Background: an optimization exercise with open tools, aiming at small area, a short achievable clock period and few clock cycles per item. Do not read the settings as production practice. Only simulation tests tie the RTL to the original design; equivalence was not proved. Power figures rest on the tool's default switching activity, not on a simulated workload.

==> flow/design.v <==
`timescale 1ns / 1ps
`default_nettype none
package mnsa_pkg;
  localparam int MAX_SITES  = 64;
  localparam int COORD_BITS = 11;
  localparam int ADDR_W     = 6;
  localparam int DIST_W     = 12;
  localparam int AREA_W     = 20;
  localparam int KEY_W      = AREA_W + 1;
  localparam int CFG_W      = 7;
  localparam int S_TDATA_W  = 32;
  localparam int M_TDATA_W  = 40;
  localparam int OP_W       = 3;
  localparam logic [OP_W-1:0] OP_LOAD     = 3'd0;
  localparam logic [OP_W-1:0] OP_CLASSIFY = 3'd1;
  localparam logic [OP_W-1:0] OP_CLEAR    = 3'd2;
  localparam logic [OP_W-1:0] OP_READ     = 3'd3;
  localparam logic [OP_W-1:0] OP_FIND     = 3'd4;
  function automatic logic [12:0] padd12(input logic [11:0] a, input logic [11:0] b,
                                         input logic cin);
    logic [12:0] g, p;
    g = {a & b, cin};
    p = {a ^ b, 1'b0};
    for (int l = 0; l < 4; l++) begin
      for (int i = 0; i < 13; i++) begin
        if (((i >> l) & 1) == 1) begin
          g[i] = g[i] | (p[i] & g[((i >> l) << l) - 1]);
          p[i] = p[i] & p[((i >> l) << l) - 1];
        end
      end
    end
    padd12 = {g[12], (a ^ b) ^ g[11:0]};
  endfunction
  function automatic logic [1:0] lt_eq(input logic [31:0] a, input logic [31:0] b);
    logic [31:0] g, e;
    g = ~a & b;
    e = ~(a ^ b);
    for (int s = 1; s < 32; s = s * 2) begin
      for (int i = 0; i + s < 32; i = i + 2 * s) begin
        g[i] = g[i+s] | (e[i+s] & g[i]);
        e[i] = e[i+s] & e[i];
      end
    end
    lt_eq = {g[0], e[0]};
  endfunction
endpackage
`default_nettype wire
`timescale 1ns / 1ps
`default_nettype none
module mnsa_site_eval (
  input  logic [mnsa_pkg::COORD_BITS-1:0] sx_i,
  input  logic [mnsa_pkg::COORD_BITS-1:0] sy_i,
  input  logic [mnsa_pkg::COORD_BITS-1:0] nqx_i,
  input  logic [mnsa_pkg::COORD_BITS-1:0] nqy_i,
  output logic [mnsa_pkg::DIST_W-1:0]     dist_o
);
  logic [12:0] ax, ay, r;
  logic        s, t;
  logic [11:0] p, q, cs_s, cs_c;
  assign ax = mnsa_pkg::padd12({sx_i[10], sx_i}, {nqx_i[10], nqx_i}, 1'b1);
  assign ay = mnsa_pkg::padd12({sy_i[10], sy_i}, {nqy_i[10], nqy_i}, 1'b1);
  assign s  = ax[11];
  assign t  = ay[11];
  assign p    = {1'b0, ax[10:0] ^ {11{s}}};
  assign q    = {1'b0, ay[10:0] ^ {11{t}}};
  assign cs_s = {p[11:1] ^ q[11:1], p[0] ^ q[0] ^ s};
  assign cs_c = {p[10:1] & q[10:1], (p[0] & q[0]) | (p[0] & s) | (q[0] & s), 1'b0};
  assign r    = mnsa_pkg::padd12(cs_s, cs_c, t);
  assign dist_o = r[11:0];
endmodule
module mnsa_min2 #(
  parameter int IW  = 1,
  parameter int IW0 = (IW > 0) ? IW : 1
) (
  input  logic [mnsa_pkg::DIST_W-1:0] dl_i,
  input  logic [mnsa_pkg::DIST_W-1:0] dr_i,
  input  logic [IW0-1:0]              il_i,    
  input  logic [IW0-1:0]              ir_i,
  input  logic                        tl_i,
  input  logic                        tr_i,
  input  logic                        vr_i,
  output logic [mnsa_pkg::DIST_W-1:0] d_o,
  output logic [IW:0]                 i_o,
  output logic                        t_o
);
  logic [1:0] le;
  logic       selr;
  assign le   = mnsa_pkg::lt_eq(32'(dr_i), 32'(dl_i));
  assign selr = vr_i && le[1];
  assign d_o  = selr ? dr_i : dl_i;
  if (IW > 0) begin : g_idx
    assign i_o = selr ? {1'b1, ir_i[IW0-1:0]} : {1'b0, il_i[IW0-1:0]};
  end else begin : g_leaf
    assign i_o = selr;
  end
  assign t_o  = selr ? tr_i : (tl_i || (vr_i && le[0]));
endmodule
module mnsa_elim2 (
  input  logic [mnsa_pkg::MAX_SITES-1:0] alive_i,
  input  logic [mnsa_pkg::MAX_SITES-1:0] kh_i,
  input  logic [mnsa_pkg::MAX_SITES-1:0] kl_i,
  output logic [mnsa_pkg::MAX_SITES-1:0] alive_o,
  output logic                           anyh_o,
  output logic                           anyl_o
);
  logic [mnsa_pkg::MAX_SITES-1:0] th, a1;
  assign th      = alive_i & kh_i;
  assign anyh_o  = |th;
  assign anyl_o  = anyh_o ? |(th & kl_i) : |(alive_i & kl_i);
  assign a1      = anyh_o ? th : alive_i;
  assign alive_o = anyl_o ? (a1 & kl_i) : a1;
endmodule
`default_nettype wire
`timescale 1ns / 1ps
`default_nettype none
module manhattan_nearest_site_area (
  input  logic                              clk_i,
  input  logic                              rst_ni,
  input  logic                              cfg_valid_i,
  output logic                              cfg_ready_o,
  input  logic [mnsa_pkg::CFG_W-1:0]        cfg_data_i,       
  input  logic                              s_axis_tvalid,
  output logic                              s_axis_tready,
  input  logic [mnsa_pkg::S_TDATA_W-1:0]    s_axis_tdata,
  input  logic [mnsa_pkg::OP_W-1:0]         s_axis_tuser,     
  output logic                              m_axis_tvalid,
  input  logic                              m_axis_tready,
  output logic [mnsa_pkg::M_TDATA_W-1:0]    m_axis_tdata
);
  localparam int N      = mnsa_pkg::MAX_SITES;
  localparam int CW     = mnsa_pkg::COORD_BITS;
  localparam int DW     = mnsa_pkg::DIST_W;
  localparam int AW     = mnsa_pkg::AREA_W;
  localparam int KW     = mnsa_pkg::KEY_W;
  localparam int MW     = mnsa_pkg::M_TDATA_W;
  localparam logic [2:0] OP_LOAD     = mnsa_pkg::OP_LOAD;
  localparam logic [2:0] OP_CLASSIFY = mnsa_pkg::OP_CLASSIFY;
  localparam logic [2:0] OP_CLEAR    = mnsa_pkg::OP_CLEAR;
  localparam logic [2:0] OP_READ     = mnsa_pkg::OP_READ;
  localparam logic [2:0] OP_FIND     = mnsa_pkg::OP_FIND;
  localparam logic [6:0] CUTS = 7'b0010100;
  localparam int FDEPTH = 9;
  localparam int PW     = 4;    
  localparam int FB     = 8;
  logic [N-1:0] active;
  assign cfg_ready_o = 1'b1;
  always_ff @(posedge clk_i or negedge rst_ni) begin
    if (!rst_ni) begin
      active <= N'(1);
    end else if (cfg_valid_i) begin
      for (int i = 0; i < N; i++) begin
        active[i] <= (i == 0) || (32'(cfg_data_i) > i);
      end
    end
  end
  logic          tready_q;
  logic          s_acc, pop;
  logic [6:0]    sweep_q;
  logic          sweeping;
  logic [PW-1:0] occ_q, occ_d;
  logic          big_q;         
  logic          slow_acc;      
  logic          blocked_q, blocked_d;
  logic          slow_done;     
  assign s_axis_tready = tready_q;
  assign s_acc         = s_axis_tvalid && tready_q;
  assign sweeping      = !sweep_q[6];
  assign slow_acc      = s_acc && (s_axis_tuser == OP_FIND) && big_q;
  assign blocked_d     = slow_acc || (blocked_q && !slow_done);
  always_comb begin
    occ_d = occ_q;
    if (s_acc && !pop) occ_d = occ_q + 1'b1;
    if (!s_acc && pop) occ_d = occ_q - 1'b1;
  end
  always_ff @(posedge clk_i or negedge rst_ni) begin
    if (!rst_ni) begin
      sweep_q   <= '0;
      occ_q     <= '0;
      tready_q  <= 1'b0;
      blocked_q <= 1'b0;
    end else begin
      if (sweeping) sweep_q <= sweep_q + 1'b1;
      occ_q     <= occ_d;
      blocked_q <= blocked_d;
      tready_q  <= !sweeping && (32'(occ_d) < FDEPTH) && !blocked_d;
    end
  end
  logic          v0, sl0;
  logic [2:0]    op0;
  logic [5:0]    idx0;
  logic [CW-1:0] qx0, qy0;
  always_ff @(posedge clk_i or negedge rst_ni) begin
    if (!rst_ni) begin
      v0  <= 1'b0;
      sl0 <= 1'b0;
    end else begin
      v0  <= s_acc;
      sl0 <= slow_acc;
    end
  end
  always_ff @(posedge clk_i) begin
    op0  <= s_axis_tuser;
    idx0 <= s_axis_tdata[5:0];
    qx0  <= s_axis_tdata[16:6];
    qy0  <= s_axis_tdata[27:17];
  end
  logic [CW-1:0] px_q [N];
  logic [CW-1:0] py_q [N];
  logic [CW-1:0] nqx0, nqy0;
  assign nqx0 = ~qx0;
  assign nqy0 = ~qy0;
  logic [127:0][DW-1:0] cd;
  logic [127:0][5:0]    ci;
  logic [127:0]         ct;
  for (genvar i = 0; i < N; i++) begin : g_site
    logic [DW-1:0] sd, sd_q;
    always_ff @(posedge clk_i) begin
      if (v0 && (op0 == OP_LOAD) && (idx0 == 6'(i))) begin
        px_q[i] <= qx0;
        py_q[i] <= qy0;
      end
    end
    mnsa_site_eval u_eval (
      .sx_i   (px_q[i]),
      .sy_i   (py_q[i]),
      .nqx_i  (nqx0),
      .nqy_i  (nqy0),
      .dist_o (sd)
    );
    always_ff @(posedge clk_i) begin
      sd_q <= sd;
    end
    assign cd[N+i] = sd_q;
    assign ci[N+i] = '0;
    assign ct[N+i] = 1'b0;
  end
  for (genvar k = 1; k < N; k++) begin : g_cnode
    localparam int DEP = $clog2(k + 1) - 1;                
    localparam int M   = ((2 * k + 1) << (5 - DEP)) - N;   
    localparam int IW  = 5 - DEP;                           
    logic [DW-1:0] d_c;
    logic [IW:0]   i_c;
    logic          t_c;
    logic          vr, selr;
    logic [1:0]    le;
    assign vr   = active[M];
    assign le   = mnsa_pkg::lt_eq(32'(cd[2*k+1]), 32'(cd[2*k]));
    assign selr = vr && le[1];
    assign d_c  = selr ? cd[2*k+1] : cd[2*k];
    if (IW > 0) begin : g_idx
      assign i_c = selr ? {1'b1, ci[2*k+1][(IW > 0 ? IW : 1)-1:0]}
                        : {1'b0, ci[2*k][(IW > 0 ? IW : 1)-1:0]};
    end else begin : g_leaf
      assign i_c = selr;
    end
    assign t_c  = selr ? ct[2*k+1] : (ct[2*k] || (vr && le[0]));
    if (CUTS[DEP]) begin : g_reg
      logic [DW-1:0] d_q;
      logic [IW:0]   i_q;
      logic          t_q;
      always_ff @(posedge clk_i) begin
        d_q <= d_c;
        i_q <= i_c;
        t_q <= t_c;
      end
      assign cd[k] = d_q;
      assign ci[k] = 6'(i_q);
      assign ct[k] = t_q;
    end else begin : g_comb
      assign cd[k] = d_c;
      assign ci[k] = 6'(i_c);
      assign ct[k] = t_c;
    end
  end
  assign cd[0] = '0;
  assign ci[0] = '0;
  assign ct[0] = 1'b0;
  logic [3:1]       vs, sls;
  logic [3:1][2:0]  ops;
  logic [3:1][5:0]  idxs;
  always_ff @(posedge clk_i or negedge rst_ni) begin
    if (!rst_ni) begin
      vs  <= '0;
      sls <= '0;
    end else begin
      vs  <= {vs[2:1], v0};
      sls <= {sls[2:1], sl0};
    end
  end
  always_ff @(posedge clk_i) begin
    ops  <= {ops[2:1], op0};
    idxs <= {idxs[2:1], idx0};
  end
  logic          v1, sl1;
  logic [2:0]    op1;
  logic [5:0]    a1;        
  logic [DW-1:0] d1;
  logic          tie1;
  logic          wa1, inc1, sg1, cg1, ca1;
  logic          scan_go;   
  logic          scan_q;    
  logic          sc_last;   
  always_ff @(posedge clk_i or negedge rst_ni) begin
    if (!rst_ni) begin
      v1   <= 1'b0;
      sl1  <= 1'b0;
      wa1  <= 1'b0;
      inc1 <= 1'b0;
      sg1  <= 1'b0;
      cg1  <= 1'b0;
      ca1  <= 1'b0;
    end else begin
      v1   <= vs[3];
      sl1  <= sls[3];
      wa1  <= sweeping || (vs[3] && (ops[3] == OP_LOAD))
              || (vs[3] && (ops[3] == OP_CLASSIFY) && !ct[1]);
      inc1 <= vs[3] && (ops[3] == OP_CLASSIFY);
      sg1  <= vs[3] && (ops[3] == OP_CLASSIFY) && !ct[1];
      cg1  <= vs[3] && (ops[3] == OP_LOAD);
      ca1  <= sweeping || (vs[3] && (ops[3] == OP_CLEAR));
    end
  end
  always_ff @(posedge clk_i) begin
    op1  <= ops[3];
    d1   <= cd[1];
    tie1 <= ct[1];
    if (scan_go || scan_q)            a1 <= a1 + 1'b1;
    else if (sweeping)                a1 <= sweep_q[5:0];
    else if (ops[3] == OP_CLASSIFY)   a1 <= ci[1];
    else if (ops[3] == OP_FIND)       a1 <= '0;
    else                              a1 <= idxs[3];
  end
  logic [AW-1:0] area_q [N];
  logic [N-1:0]  grew_q, grew_d, area_hi_d;
  logic [N-1:0]  big_row;
  logic [AW-1:0] rd_area;
  logic          rd_grew;
  logic          v2, sl2, sf2, sv2, se2;
  logic [2:0]    op2;
  logic [5:0]    a2;
  logic [DW-1:0] d2;
  logic          tie2;
  logic          wa2, inc2, sg2, cg2, ca2;
  logic [AW-1:0] rda2, inc_area, wr_area;
  logic          rdg2;
  assign rd_area = (wa2 && (a2 == a1)) ? wr_area : area_q[a1];
  assign rd_grew = ca2 ? 1'b0 : (((sg2 || cg2) && (a2 == a1)) ? sg2 : grew_q[a1]);
  assign inc_area = (&rda2) ? rda2 : rda2 + 1'b1;
  assign wr_area  = inc2 ? inc_area : '0;
  for (genvar i = 0; i < N; i++) begin : g_cnt
    logic row;
    assign row = (a2 == 6'(i));
    always_ff @(posedge clk_i) begin
      if (wa2 && row) begin
        area_q[i] <= wr_area;
      end
    end
    assign grew_d[i]    = ca2 ? 1'b0 : (((sg2 || cg2) && row) ? sg2 : grew_q[i]);
    assign area_hi_d[i] = (wa2 && row) ? wr_area[FB-1] : area_q[i][FB-1];
    assign big_row[i]   = |area_q[i][AW-1:FB-1];
  end
  always_ff @(posedge clk_i) begin
    grew_q <= grew_d;
  end
  always_ff @(posedge clk_i or negedge rst_ni) begin
    if (!rst_ni) big_q <= 1'b0;
    else         big_q <= |big_row;
  end
  assign scan_go = v1 && (op1 == OP_FIND) && sl1;
  assign sc_last = (a1 == 6'(N - 1)) || !active[a1 + 1'b1];
  always_ff @(posedge clk_i or negedge rst_ni) begin
    if (!rst_ni) scan_q <= 1'b0;
    else         scan_q <= (scan_go || scan_q) && !sc_last;
  end
  always_ff @(posedge clk_i or negedge rst_ni) begin
    if (!rst_ni) begin
      v2  <= 1'b0;
      sv2 <= 1'b0;
      wa2 <= 1'b0;
      inc2 <= 1'b0;
      sg2 <= 1'b0;
      cg2 <= 1'b0;
      ca2 <= 1'b0;
    end else begin
      v2  <= v1 && !scan_go;
      sv2 <= scan_go || scan_q;
      wa2 <= wa1;
      inc2 <= inc1;
      sg2 <= sg1;
      cg2 <= cg1;
      ca2 <= ca1;
    end
  end
  always_ff @(posedge clk_i) begin
    op2  <= op1;
    a2   <= a1;
    d2   <= d1;
    tie2 <= tie1;
    rda2 <= rd_area;
    rdg2 <= rd_grew;
    sf2  <= scan_go;
    se2  <= sc_last;
  end
  logic [MW-1:0] res_w;
  always_comb begin
    res_w = '0;
    case (op2)
      OP_LOAD: begin
        res_w[5:0] = a2;
      end
      OP_CLASSIFY: begin
        res_w[5:0]  = a2;
        res_w[6]    = tie2;
        res_w[18:7] = d2;
        if (!tie2) begin
          res_w[38:19] = inc_area;
          res_w[39]    = 1'b1;
        end
      end
      OP_READ: begin
        res_w[5:0]   = a2;
        res_w[38:19] = rda2;
        res_w[39]    = rdg2;
      end
      default: begin
        res_w = '0;
      end
    endcase
  end
  logic [KW-1:0] sc_key_q, rd_key2, best_key;
  logic [5:0]    sc_idx_q, best_idx;
  logic          take;
  assign rd_key2   = {!rdg2, rda2};
  assign take      = sf2 || (rd_key2 > sc_key_q);
  assign best_key  = take ? rd_key2 : sc_key_q;
  assign best_idx  = take ? a2 : sc_idx_q;
  assign slow_done = sv2 && se2;
  always_ff @(posedge clk_i) begin
    if (sv2) begin
      sc_key_q <= best_key;
      sc_idx_q <= best_idx;
    end
  end
  logic [AW-1:0][N-1:0] abit;    
  for (genvar i = 0; i < N; i++) begin : g_key
    for (genvar b = 0; b < AW; b++) begin : g_b
      assign abit[b][i] = area_q[i][b];
    end
  end
  logic [N-1:0] fa1;
  logic [1:0]   fk1;
  mnsa_elim2 u_elim_w1 (
    .alive_i (active),
    .kh_i    (~grew_d),
    .kl_i    (area_hi_d),
    .alive_o (fa1),
    .anyh_o  (fk1[1]),
    .anyl_o  (fk1[0])
  );
  logic [N-1:0] fa2;
  logic [1:0]   fk2;
  always_ff @(posedge clk_i) begin
    fa2 <= fa1;
    fk2 <= fk1;
  end
  logic [N-1:0] fa2m, fa2e;
  logic [3:0]   fk2n;
  mnsa_elim2 u_elim_w2a (
    .alive_i (fa2),
    .kh_i    (abit[6]),
    .kl_i    (abit[5]),
    .alive_o (fa2m),
    .anyh_o  (fk2n[3]),
    .anyl_o  (fk2n[2])
  );
  mnsa_elim2 u_elim_w2b (
    .alive_i (fa2m),
    .kh_i    (abit[4]),
    .kl_i    (abit[3]),
    .alive_o (fa2e),
    .anyh_o  (fk2n[1]),
    .anyl_o  (fk2n[0])
  );
  logic          v3, find3;
  logic [MW-1:0] res3;
  logic [N-1:0]  fa3;
  logic [5:0]    fk3;
  always_ff @(posedge clk_i or negedge rst_ni) begin
    if (!rst_ni) v3 <= 1'b0;
    else         v3 <= v2 || slow_done;
  end
  always_ff @(posedge clk_i) begin
    find3 <= v2 && (op2 == OP_FIND);
    fa3   <= fa2e;
    fk3   <= {fk2, fk2n};
    if (slow_done) res3 <= {!best_key[KW-1], best_key[AW-1:0], 13'b0, best_idx};
    else           res3 <= res_w;
  end
  logic [N-1:0] fa3m;
  logic [2:0]   fk3n;
  logic [5:0]   fidx;
  mnsa_elim2 u_elim_f (
    .alive_i (fa3),
    .kh_i    (abit[2]),
    .kl_i    (abit[1]),
    .alive_o (fa3m),
    .anyh_o  (fk3n[2]),
    .anyl_o  (fk3n[1])
  );
  logic [5:0] fidx1, fidx0;
  assign fk3n[0] = |(fa3m & abit[0]);
  always_comb begin
    fidx1 = '0;
    fidx0 = '0;
    for (int i = N - 1; i >= 0; i--) begin
      if (fa3m[i] && abit[0][i]) fidx1 = 6'(i);
      if (fa3m[i])               fidx0 = 6'(i);
    end
  end
  assign fidx = fk3n[0] ? fidx1 : fidx0;
  localparam int QD = FDEPTH - 1;
  logic [MW-1:0] fifo_q [QD];
  logic [MW-1:0] out_q, push_data;
  logic [PW-1:0] wp_q, rp_q, cnt_q;
  logic          mvalid_q, head_load, q_push, q_pop;
  assign push_data     = find3 ? {!fk3[5], 12'b0, fk3[4:0], fk3n, 13'b0, fidx} : res3;
  assign pop           = mvalid_q && m_axis_tready;
  assign m_axis_tvalid = mvalid_q;
  assign m_axis_tdata  = out_q;
  assign head_load = !mvalid_q || m_axis_tready;
  assign q_pop     = head_load && (cnt_q != '0);
  assign q_push    = v3 && !(head_load && (cnt_q == '0));
  always_ff @(posedge clk_i or negedge rst_ni) begin
    if (!rst_ni) begin
      wp_q     <= '0;
      rp_q     <= '0;
      cnt_q    <= '0;
      mvalid_q <= 1'b0;
    end else begin
      if (q_push) wp_q <= (32'(wp_q) == QD - 1) ? '0 : wp_q + 1'b1;
      if (q_pop)  rp_q <= (32'(rp_q) == QD - 1) ? '0 : rp_q + 1'b1;
      if (q_push && !q_pop) cnt_q <= cnt_q + 1'b1;
      if (!q_push && q_pop) cnt_q <= cnt_q - 1'b1;
      if (head_load) mvalid_q <= (cnt_q != '0) || v3;
    end
  end
  always_ff @(posedge clk_i) begin
    if (head_load) out_q <= (cnt_q != '0) ? fifo_q[rp_q] : push_data;
  end
  for (genvar e = 0; e < QD; e++) begin : g_fifo
    always_ff @(posedge clk_i) begin
      if (q_push && (wp_q == PW'(e))) fifo_q[e] <= push_data;
    end
  end
endmodule
`default_nettype wire
==> flow/run.sh <==
#!/bin/bash
# synth_recipe.tcl (not shown) runs the flow's synth.tcl, then flattens the netlist and writes it again
# the make line also repeats each setting of config.mk as NAME=value (left out here)
make -C /OpenROAD-flow-scripts/flow DESIGN_CONFIG=/design/flow/config.mk WORK_HOME=/design/flow/orfs CLKGATE_MAP_FILE= SYNTH_SCRIPT=/design/flow/synth_recipe.tcl finish
==> flow/config.mk <==
export PLATFORM = sky130hd
export DESIGN_NAME = manhattan_nearest_site_area
export DESIGN_NICKNAME = manhattan_nearest_site_area
export VERILOG_FILES = /design/flow/design.v
export SDC_FILE = /design/flow/constraint.sdc
export NUM_CORES = 4
export LEC_CHECK = 0
export CAP_MARGIN = 20
export CORE_MARGIN = 2
export CORE_UTILIZATION = 40
export CTS_BUF_LIST = sky130_fd_sc_hd__clkbuf_16
export CTS_CLUSTER_DIAMETER = 100
export CTS_CLUSTER_SIZE = 20
export SETUP_SLACK_MARGIN = 3.5
export SLEW_MARGIN = 20
export SYNTH_HIERARCHICAL = 1
export TNS_END_PERCENT = 10
==> flow/constraint.sdc <==
create_clock -name core_clock -period 8.0 [get_ports {clk_i}]
set_input_delay 1.6000 -clock core_clock [delete_from_list [all_inputs] [get_ports {clk_i}]]
set_output_delay 1.6000 -clock core_clock [all_outputs]
set_load 0.01 [all_outputs]
==> metrics.cfg, run 1 <==
[critical_path]
cp_max_fo = 47
startpoint_type = register
crit_family = compound AO/OA/AOI/OAI gates
criticalPathCategory = reg2reg
critPathCaptureType = register
regToRegStartpoint = area_q[11][6]$_DFFE_PP_
arrival_ns = 5.94
ff2ff_path_depth = 15
crit_slowest_cell = a221oi_4
worstPathCellList = a22o_1 > a221oi_4 > nand4_1 > nor4_4 > a2111oi_4 > buf_6 > buf_16 > o221a_4 > a22o_1 > a221oi_2 > nand4_1 > nor4_4 > buf_4 > buf_8 > inv_1
max_stage_delay_ns = 0.43
critPathBufInv = 5
reg2reg_setup_slack_ns = 2.92
reg2reg_to = fk3[1]$_DFF_P_
cp.required_ns = 8.85

[status]
status = failed layout checks
failed_checks = antenna violations

[hold_path]
hp-start = idxs[8]$_DFF_P_
min_path_type = reg2reg
min_path_cells = 0
min_to = idxs[14]$_DFF_P_

[cells_and_area]
postLayoutCellArea_um2 = 330000
drive_above_1_share_pct = 13.1
layout.area.seq_um2 = 124000
final_cells = 37000
num-fill-cells = 66800
multi_input_area_um2 = 164000
syn2layout_area_growth_pct = 13.0
fin_nets = 31200

[sta]
setup_tns_ns = 0
hold_viol = 0
finalMaxSlewViolations = 0
fin_crit_ns = 5.08
rsz0062_at_grt = yes
clock_skew_ns = 0.131
maxSlewHeadroom_pct = 14.4
worst_pin_slew_ns = 1.28
period_share_pct = 63.5
finalSetupViolations = 0
fmax_ghz = 0.197

[place]
dpl_cell_area_um2 = 310000
gp_congestion = 0.995
place_inst = 35800
hpwl_um = 757000
numPortBuffers = 84

[power]
power_density_nw_per_um2 = 272
vdd_drop_max_uv = 275
leakage_uw = 0.133

[floorplan]
io-pin-count = 90
die_area_um2 = 736000
std_cell_rows = 313
coreArea_um2 = 727000
die_y_um = 858
start_util_pct = 40.2
die_w_um = 858

[logic_synthesis]
yosysSeqAreaShare_pct = 42.5
ys.flop_type = edfxtp_1
synth_warnings = 16
synth_top_area_share_pct = 31.6
syn_inst = 26300
synth_edf_count = 3075
yosys.cell_types.count = 104
ys_ff_latch = 4631
ys_top_cells_by_area = edfxtp_1, ha_1, dfxtp_1
synth_top_area_cell = edfxtp_1
async_flop_share_pct = 2.46
synth_area_um2 = 292000
syn_avg_cell_area_um2 = 11.1
synth.cells.most_frequent = ha_1, edfxtp_1, inv_1, xnor2_1, nor2_1
yosysMostFrequentCell = ha_1

[global_route]
grt.total_usage_pct = 29.5
grt_pass1_wl_um = 1570000
overflow = 0
first_global_vias = 212000
antenna_found_initial = 138
grt_max_degree = 73

[route]
ant_nets = 1
post_drt_wl_per_cell_um = 30.6
firstDrtPassIters = 13
via_per_inst = 5.95
drtIter0Drc = 26900
totalWireLength_um = 1130000
drc = 0
vias = 220000

[clocking]
cts_tree = built
cts_buffer_depth = 4
clock-sinks = 4631
h-tree-depth = 5
clockRootBuffer = clkbuf_16
clk_pin_slew_ns = 0.11
insertion_delay_ns = 1.10
numCtsBuffers = 282
cts_hold_buf = 0

[run]
drv_cap = 0

==> power by group <==
part	leakage, µW	internal, µW	switching [µW]
clock network	0.00466	6850	8900
registers	0.0383	28800	2500
logic	0.0897	18000	24700
==> layout by cell type, fill, tap and decap left out, drive strengths merged, types with 587 or more instances in the layout <==
cell / count
o21ai: 665
xor2: 587
xnor2: 1884
nand2: 1061
inv: 2852
ha: 3550
nor2: 1695
edfxtp: 3075
a22oi: 830
a21oi: 1418
mux2i: 762
buf: 973
dfxtp: 1442
==> metal layers <==
metal / wire length, µm / GRT usage [%] / up-vias / share of wire, %
met5: 172 / 0.155 / - / 0.015
met2: 492000 / 45.8 / 12000 / 44
li1: - / - / 97100 / -
met3: 109000 / 5.75 / 3272 / 9.6
met1: 441000 / 37.8 / 107000 / 39
met4: 88600 / 18.8 / 22 / 7.8
==> area by class of cell <==
type                    instances  area share, %
repair buffers               1072           3.18
inverters                    2698           3.11
multi-input cells           18300           49.7
clock inverters               198          0.343
clock buffers                 295           2.24
flip-flops and latches       4631           37.7
well taps                    9607           3.65
diodes                        127         0.0964
repair inverters                3         0.0102
==> modules after synthesis, one instance, submodules excluded <==
module                       copies in the design  flip-flops and latches  cells inside
mnsa_elim2                                      4                       0           259
mnsa_site_eval                                 64                       0           205
manhattan_nearest_site_area                     1                    4631         12100
==> flip-flops by register name, indices dropped and copies added, names as in the netlist, 9 cells and up <==
signal,flops
active,63
area_q,1280
d1,12
d2,12
fa2,64
fa3,64
fifo_q,320
g_cnode.g_reg.d_q,240
g_cnode.g_reg.i_q,48
g_cnode.g_reg.t_q,20
g_site.sd_q,768
grew_q,64
idxs,18
ops,9
out_q,40
px_q,704
py_q,704
qx0,11
qy0,11
rda2,20
res3,40
sc_key_q,21
==> worst max path at each step <==
stage,cells past startpoint,to,slack (ns),from
5_1_grt,19,g_site[27].sd_q[8]$_DFF_P_,3.00,qy0[4]$_DFF_P_
3_3_place_gp,17,g_site[18].sd_q[11]$_DFF_P_,1.58,qy0[1]$_DFF_P_
3_5_place_dp,16,g_site[51].sd_q[8]$_DFF_P_,1.55,qy0[1]$_DFF_P_
6_report,15,fk3[1]$_DFF_P_,2.92,area_q[11][6]$_DFFE_PP_
2_1_floorplan,16,g_site[20].sd_q[8]$_DFF_P_,2.58,qx0[3]$_DFF_P_
4_1_cts,18,out_q[0]$_DFFE_PP_,3.21,area_q[43][2]$_DFFE_PP_
==> worst register-to-register path, stage by stage, from the launching register on <==
cell	delay, ns
edfxtp_1	0.42
a22o_1	0.28
a221oi_4	0.43
nand4_1	0.25
nor4_4	0.29
a2111oi_4	0.12
buf_6	0.19
buf_16	0.18
o221a_4	0.30
a22o_1	0.25
a221oi_2	0.31
nand4_1	0.37
nor4_4	0.42
buf_4	0.17
buf_8	0.38
inv_1	0.51
==> cell families after synthesis <==
kind of cell / after synthesis / share of synthesized area (%)
xor+xnor: 2471 / 7.42
simple gates: 5310 / 8.81
buf+inv: 3301 / 4.64
flops: 4631 / 42.5
mux: 1098 / 4.05
fa+ha+maj: 4127 / 19.2
other cells: 1 / 0.00128
compound gates: 5318 / 13.4
==> repair_timing <==
| item | CTS | global route |
|---|---|---|
| setup buffers | 403 | 75 |
| pin swaps | 216 | 95 |
| endpoints found under the setup margin | 1242 | 1011 |
| cloned | 20 | 15 |
| resized for setup | 672 | 241 |
==> per-stage QoR <==
step	hold slack [ns]	worst slack [ns]	util, %	total power [µW]
floorplan	0.310	2.58	-	59600
global placement	0.310	1.58	42.6	71900
detailed placement	0.313	1.55	42.6	72600
CTS	0.323	3.21	45.0	89500
global route	0.329	3.00	45.3	95300
finish	0.322	2.92	45.4	89800
Testbench counts, summed over its fixed seeds: cycles 3,792, items 3,728.
==> run 2: changes to the inputs <==
--- a/flow/config.mk
+++ b/flow/config.mk
@@ -10,8 +10,8 @@
 export CORE_UTILIZATION = 40
 export CTS_BUF_LIST = sky130_fd_sc_hd__clkbuf_16
 export CTS_CLUSTER_DIAMETER = 100
-export CTS_CLUSTER_SIZE = 20
-export SETUP_SLACK_MARGIN = 3.5
+export CTS_CLUSTER_SIZE = 25
+export SETUP_SLACK_MARGIN = 3.0
 export SLEW_MARGIN = 20
 export SYNTH_HIERARCHICAL = 1
 export TNS_END_PERCENT = 10
==> run 2 against run 1 <==
Now clean on timing, DRC and antenna. First-iteration DRC count shrank 1.1%. Clock skew up 0.039 ns. Hold slack gained 0.0029 ns. Sequential share of layout area grew 1.2 points. Non-clock buffer count is 233 lower. Final cell count decreased by 0.73%. Fmax shrank 8.4%. Synthesized cell count is the same. Critical path type unchanged.
==> metrics.cfg, run 2 <==
[critical_path]
crit_slowest_cell = ha_1  ; was a221oi_4
critPathBufInv = 2  ; was 5
cp.required_ns = 8.91  ; was 8.85 ns
arrival_ns = 6.46  ; was 5.94 ns
regToRegStartpoint = a1[1]$_DFF_P_  ; was area_q[11][6]$_DFFE_PP_
timing.critical_path.mode_cell = buf_4
reg2reg_to = rda2[14]$_DFF_P_  ; was fk3[1]$_DFF_P_
reg2reg_setup_slack_ns = 2.45  ; was 2.92 ns
startpoint_type = register  ; unchanged
criticalPathCategory = reg2reg  ; unchanged
critPathCaptureType = register  ; unchanged
max_stage_delay_ns = 0.88  ; was 0.43 ns
ff2ff_path_depth = 10  ; was 15
cp_max_fo = 13  ; was 47
worstPathCellList = ha_1 > nand3b_1 > nor3b_2 > buf_4 > nor4_1 > nand4_1 > nor3_2 > buf_4 > a2111oi_0 > a21oi_1  ; was a22o_1 > a221oi_4 > nand4_1 > nor4_4 > a2111oi_4 > buf_6 > buf_16 > o221a_4 > a22o_1 > a221oi_2 > nand4_1 > nor4_4 > buf_4 > buf_8 > inv_1
crit_family = simple AND/OR/NAND/NOR gates  ; was compound AO/OA/AOI/OAI gates

[cells_and_area]
final_cells = 36700  ; was 37000
largest_register_ffs = 1280  ; unchanged
fin_nets = 30900  ; was 31200
final_cell_mix = ha_1, edfxtp_1, inv_1  ; unchanged
layout_commonest_cell = ha_1  ; unchanged
top_register = area_q  ; unchanged
reg_top3 = area_q x1280, g_site.sd_q x768  ; unchanged
syn2layout_area_growth_pct = 9.57  ; was 13.0%
drive_above_1_share_pct = 10.0  ; was 13.1%
fin_util_pct = 44.0  ; was 45.4%

[power]
vdd_drop_max_uv = 267  ; was 275 µV
power_density_nw_per_um2 = 274  ; was 272 nW/µm²
leakage_uw = 0.129  ; was 0.133 µW

[route]
drtIter0Drc = 26600  ; was 26900
via_per_inst = 5.91  ; was 5.95
firstDrtPassIters = 7  ; was 13
vias = 217000  ; was 220000
ant_nets = 0  ; was 1
post_drt_wl_per_cell_um = 30.1  ; was 30.6 µm
totalWireLength_um = 1110000  ; was 1130000 µm
drc = 0  ; unchanged

[global_route]
grt_pass1_wl_um = 1530000  ; was 1570000 µm
first_global_vias = 208000  ; was 212000
grt.total_usage_pct = 28.8  ; was 29.5%
overflow = 0  ; unchanged
grt_max_degree = 75  ; was 73
antenna_found_initial = 115  ; was 138

[logic_synthesis]
synth_warnings = 16  ; unchanged
synth_area_um2 = 292000  ; unchanged
ys.flop_type = edfxtp_1  ; unchanged
yosysSeqAreaShare_pct = 42.5  ; unchanged
ys_top_cells_by_area = edfxtp_1, ha_1, dfxtp_1  ; unchanged
yosys.cell_types.count = 104  ; unchanged
yosysMostFrequentCell = ha_1  ; unchanged
async_flop_share_pct = 2.46  ; unchanged
synth_edf_count = 3075  ; unchanged
ys_ff_latch = 4631  ; unchanged
syn_inst = 26300  ; unchanged
synth_top_area_cell = edfxtp_1  ; unchanged
synth.cells.most_frequent = ha_1, edfxtp_1, inv_1, xnor2_1, nor2_1  ; unchanged
synth_top_area_share_pct = 31.6  ; unchanged
syn_avg_cell_area_um2 = 11.1  ; unchanged

[floorplan]
die_y_um = 858  ; unchanged
io-pin-count = 90  ; unchanged
std_cell_rows = 313  ; unchanged
die_area_um2 = 736000  ; unchanged
coreArea_um2 = 727000  ; unchanged
start_util_pct = 40.2  ; unchanged
die_w_um = 858  ; unchanged

[clocking]
clock-sinks = 4631  ; unchanged
insertion_delay_ns = 1.18  ; was 1.10 ns
clk_pin_slew_ns = 0.11  ; about the same
h-tree-depth = 4  ; was 5
cts_tree = built  ; unchanged
clockRootBuffer = clkbuf_16  ; unchanged
cts_buffer_depth = 4  ; unchanged
numCtsBuffers = 238  ; was 282

[place]
numPortBuffers = 84  ; unchanged
place_inst = 35800  ; about the same
hpwl_um = 748000  ; was 757000 µm
gp_congestion = 1.03  ; was 0.995

[sta]
period_share_pct = 69.4  ; was 63.5%
maxSlewHeadroom_pct = 10.0  ; was 14.4%
setup_tns_ns = 0  ; unchanged
finalMaxSlewViolations = 0  ; unchanged
finalSetupViolations = 0  ; unchanged
rsz0062_at_grt = yes  ; unchanged
clock_skew_ns = 0.170  ; was 0.131 ns
fmax_ghz = 0.180  ; was 0.197 GHz
fin_crit_ns = 5.55  ; was 5.08 ns
hold_viol = 0  ; unchanged
worst_pin_slew_ns = 1.34  ; was 1.28 ns

[hold_path]
hp-start = ops[2]$_DFF_P_  ; was idxs[8]$_DFF_P_
min_path_cells = 0  ; unchanged
min_path_type = reg2reg  ; unchanged
min_to = ops[5]$_DFF_P_  ; was idxs[14]$_DFF_P_

[status]
status = no timing/DRC/antenna violations  ; was failed layout checks

[run]
drv_cap = 0  ; unchanged

[run 2: changes by cell type in the layout (fill, tap and decap cells not counted), moves of 53 or more]
| cell | previous run | this run |
|---|---|---|
| a211oi_1 | 54 | 107 |
| a211oi_2 | 116 | 63 |
| buf_12 | 104 | 45 |
| buf_4 | 801 | 675 |
| clkbuf_16 | 305 | 245 |
| ha_1 | 3356 | 3534 |
| ha_4 | 190 | 13 |
| nand2_1 | 990 | 1056 |
| nand2_2 | 70 | 5 |
| o221a_2 | 106 | 180 |
| o221a_4 | 114 | 4 |
| xnor2_1 | 1828 | 1881 |
| xnor2_2 | 55 | 2 |
[run 2: worst max path at each step]
stage,start,endpoint,slack [ns],depth (start not counted)
2_1_floorplan,qx0[3]$_DFF_P_,g_site[20].sd_q[8]$_DFF_P_,2.52,16
3_5_place_dp,qy0[4]$_DFF_P_,g_site[62].sd_q[11]$_DFF_P_,1.55,17
5_1_grt,qy0[4]$_DFF_P_,g_site[26].sd_q[11]$_DFF_P_,2.64,20
3_3_place_gp,area_q[31][1]$_DFFE_PP_,fifo_q[3][0]$_DFFE_PP_,1.40,15
4_1_cts,g_site[13].sd_q[1]$_DFF_P_,g_cnode[19].g_reg.d_q[9]$_DFF_P_,2.38,18
6_report,a1[1]$_DFF_P_,rda2[14]$_DFF_P_,2.45,10
[run 2: per-module statistics from Yosys, one instance, submodules excluded]
| module | cells inside | flip-flops and latches | cell area (µm²) |
|---|---|---|---|
| mnsa_elim2 | 259 | 0 | 1980 |
| mnsa_site_eval | 205 | 0 | 1690 |
| manhattan_nearest_site_area | 12100 | 4631 | 176000 |
[run 2: area by class of cell]
cell class                      instances  area, µm²
Timing Repair Buffer                  839       7340
Clock buffer                          242       6060
Multi-Input combinational cell      18300     158000
Fill cell                           67600     407000
Tap cell                             9607      12000
Antenna cell                          135        338
Clock inverter                        206       1670
Inverter                             2698      10300
Sequential cell                      4631     124000
Timing Repair inverter                  4       50.0
[run 2: where the power goes]
group | total, µW | switching (µW) | internal [µW]
clock network | 14800 | 8940 | 5860
logic | 41200 | 24300 | 17000
registers | 31500 | 2710 | 28800
total | 87500 | 35900 | 51600
[run 2: metrics by stage]
stage,cell area [µm²],setup slack (ns),hold WS (ns),total power (µW)
floorplan,292000,2.52,0.310,58700
global placement,307000,1.40,0.311,71200
detailed placement,307000,1.55,0.312,71800
CTS,316000,2.38,0.331,86700
global route,320000,2.64,0.336,92900
finish,320000,2.45,0.325,87500
[run 2: per-layer routing]
metal / wire, µm / GRT usage [%] / vias to the layer above
li1: - / - / 96600
met1: 437000 / 37.2 / 106000
met2: 475000 / 44.2 / 11300
met3: 106000 / 5.64 / 3029
met4: 86400 / 18.3 / 24
met5: 275 / 0.103 / -
[run 2: cells by family after synthesis]
kind of cell	synth area share [%]
muxes	4.05
DFF	42.5
AOI/OAI and AO/OA	13.4
other	0.00128
xor gates and xnor gates	7.42
buffers and inverters	4.64
and+or+nand+nor	8.81
adders and majority gates	19.2
[run 2: timing repair]
action,4_1_cts,5_1_grt
setup endpoints to repair,983,867
cloned,8,4
pin swaps,12,51
hold buffers,0,0
resized for setup,148,193
setup buffers,61,194
[run 2: worst reg2reg max path, delay by kind of cell, from the launching register on]
| family | cells | cell delay [ns] |
|---|---|---|
| flip-flops | 1 | 0.73 |
| adder cells (fa/ha/maj) | 1 | 0.89 |
| AO/OA/AOI/OAI | 2 | 1.25 |
| buffers and inverters | 2 | 0.87 |
| AND/OR/NAND/NOR | 5 | 1.58 |

==> static timing again, ports no longer ideal <==
In the flow no input, the clock included, has a driving cell. The finished layouts below were timed again as built, in two steps.
Step 1, drivers: a clkbuf_16 drives clk_i and a buf_2 each remaining input, both assumed.
Step 2 also shifts input and output timing later by t, the mid clock arrival at the registers, as if the neighbouring blocks saw the same clock.
a / b / c = no drivers / after step 1 / after step 2; a / b = the first two.
| run | t, ns | setup WS [ns] | slew at the worst register clock pin (ns) |
|---|---|---|---|
| run 1 | 1.182 | 2.917 / 2.917 / 2.917 | 0.11 / 0.11 |
| run 2 | 1.259 | 2.451 / 2.451 / 2.451 | 0.12 / 0.12 |
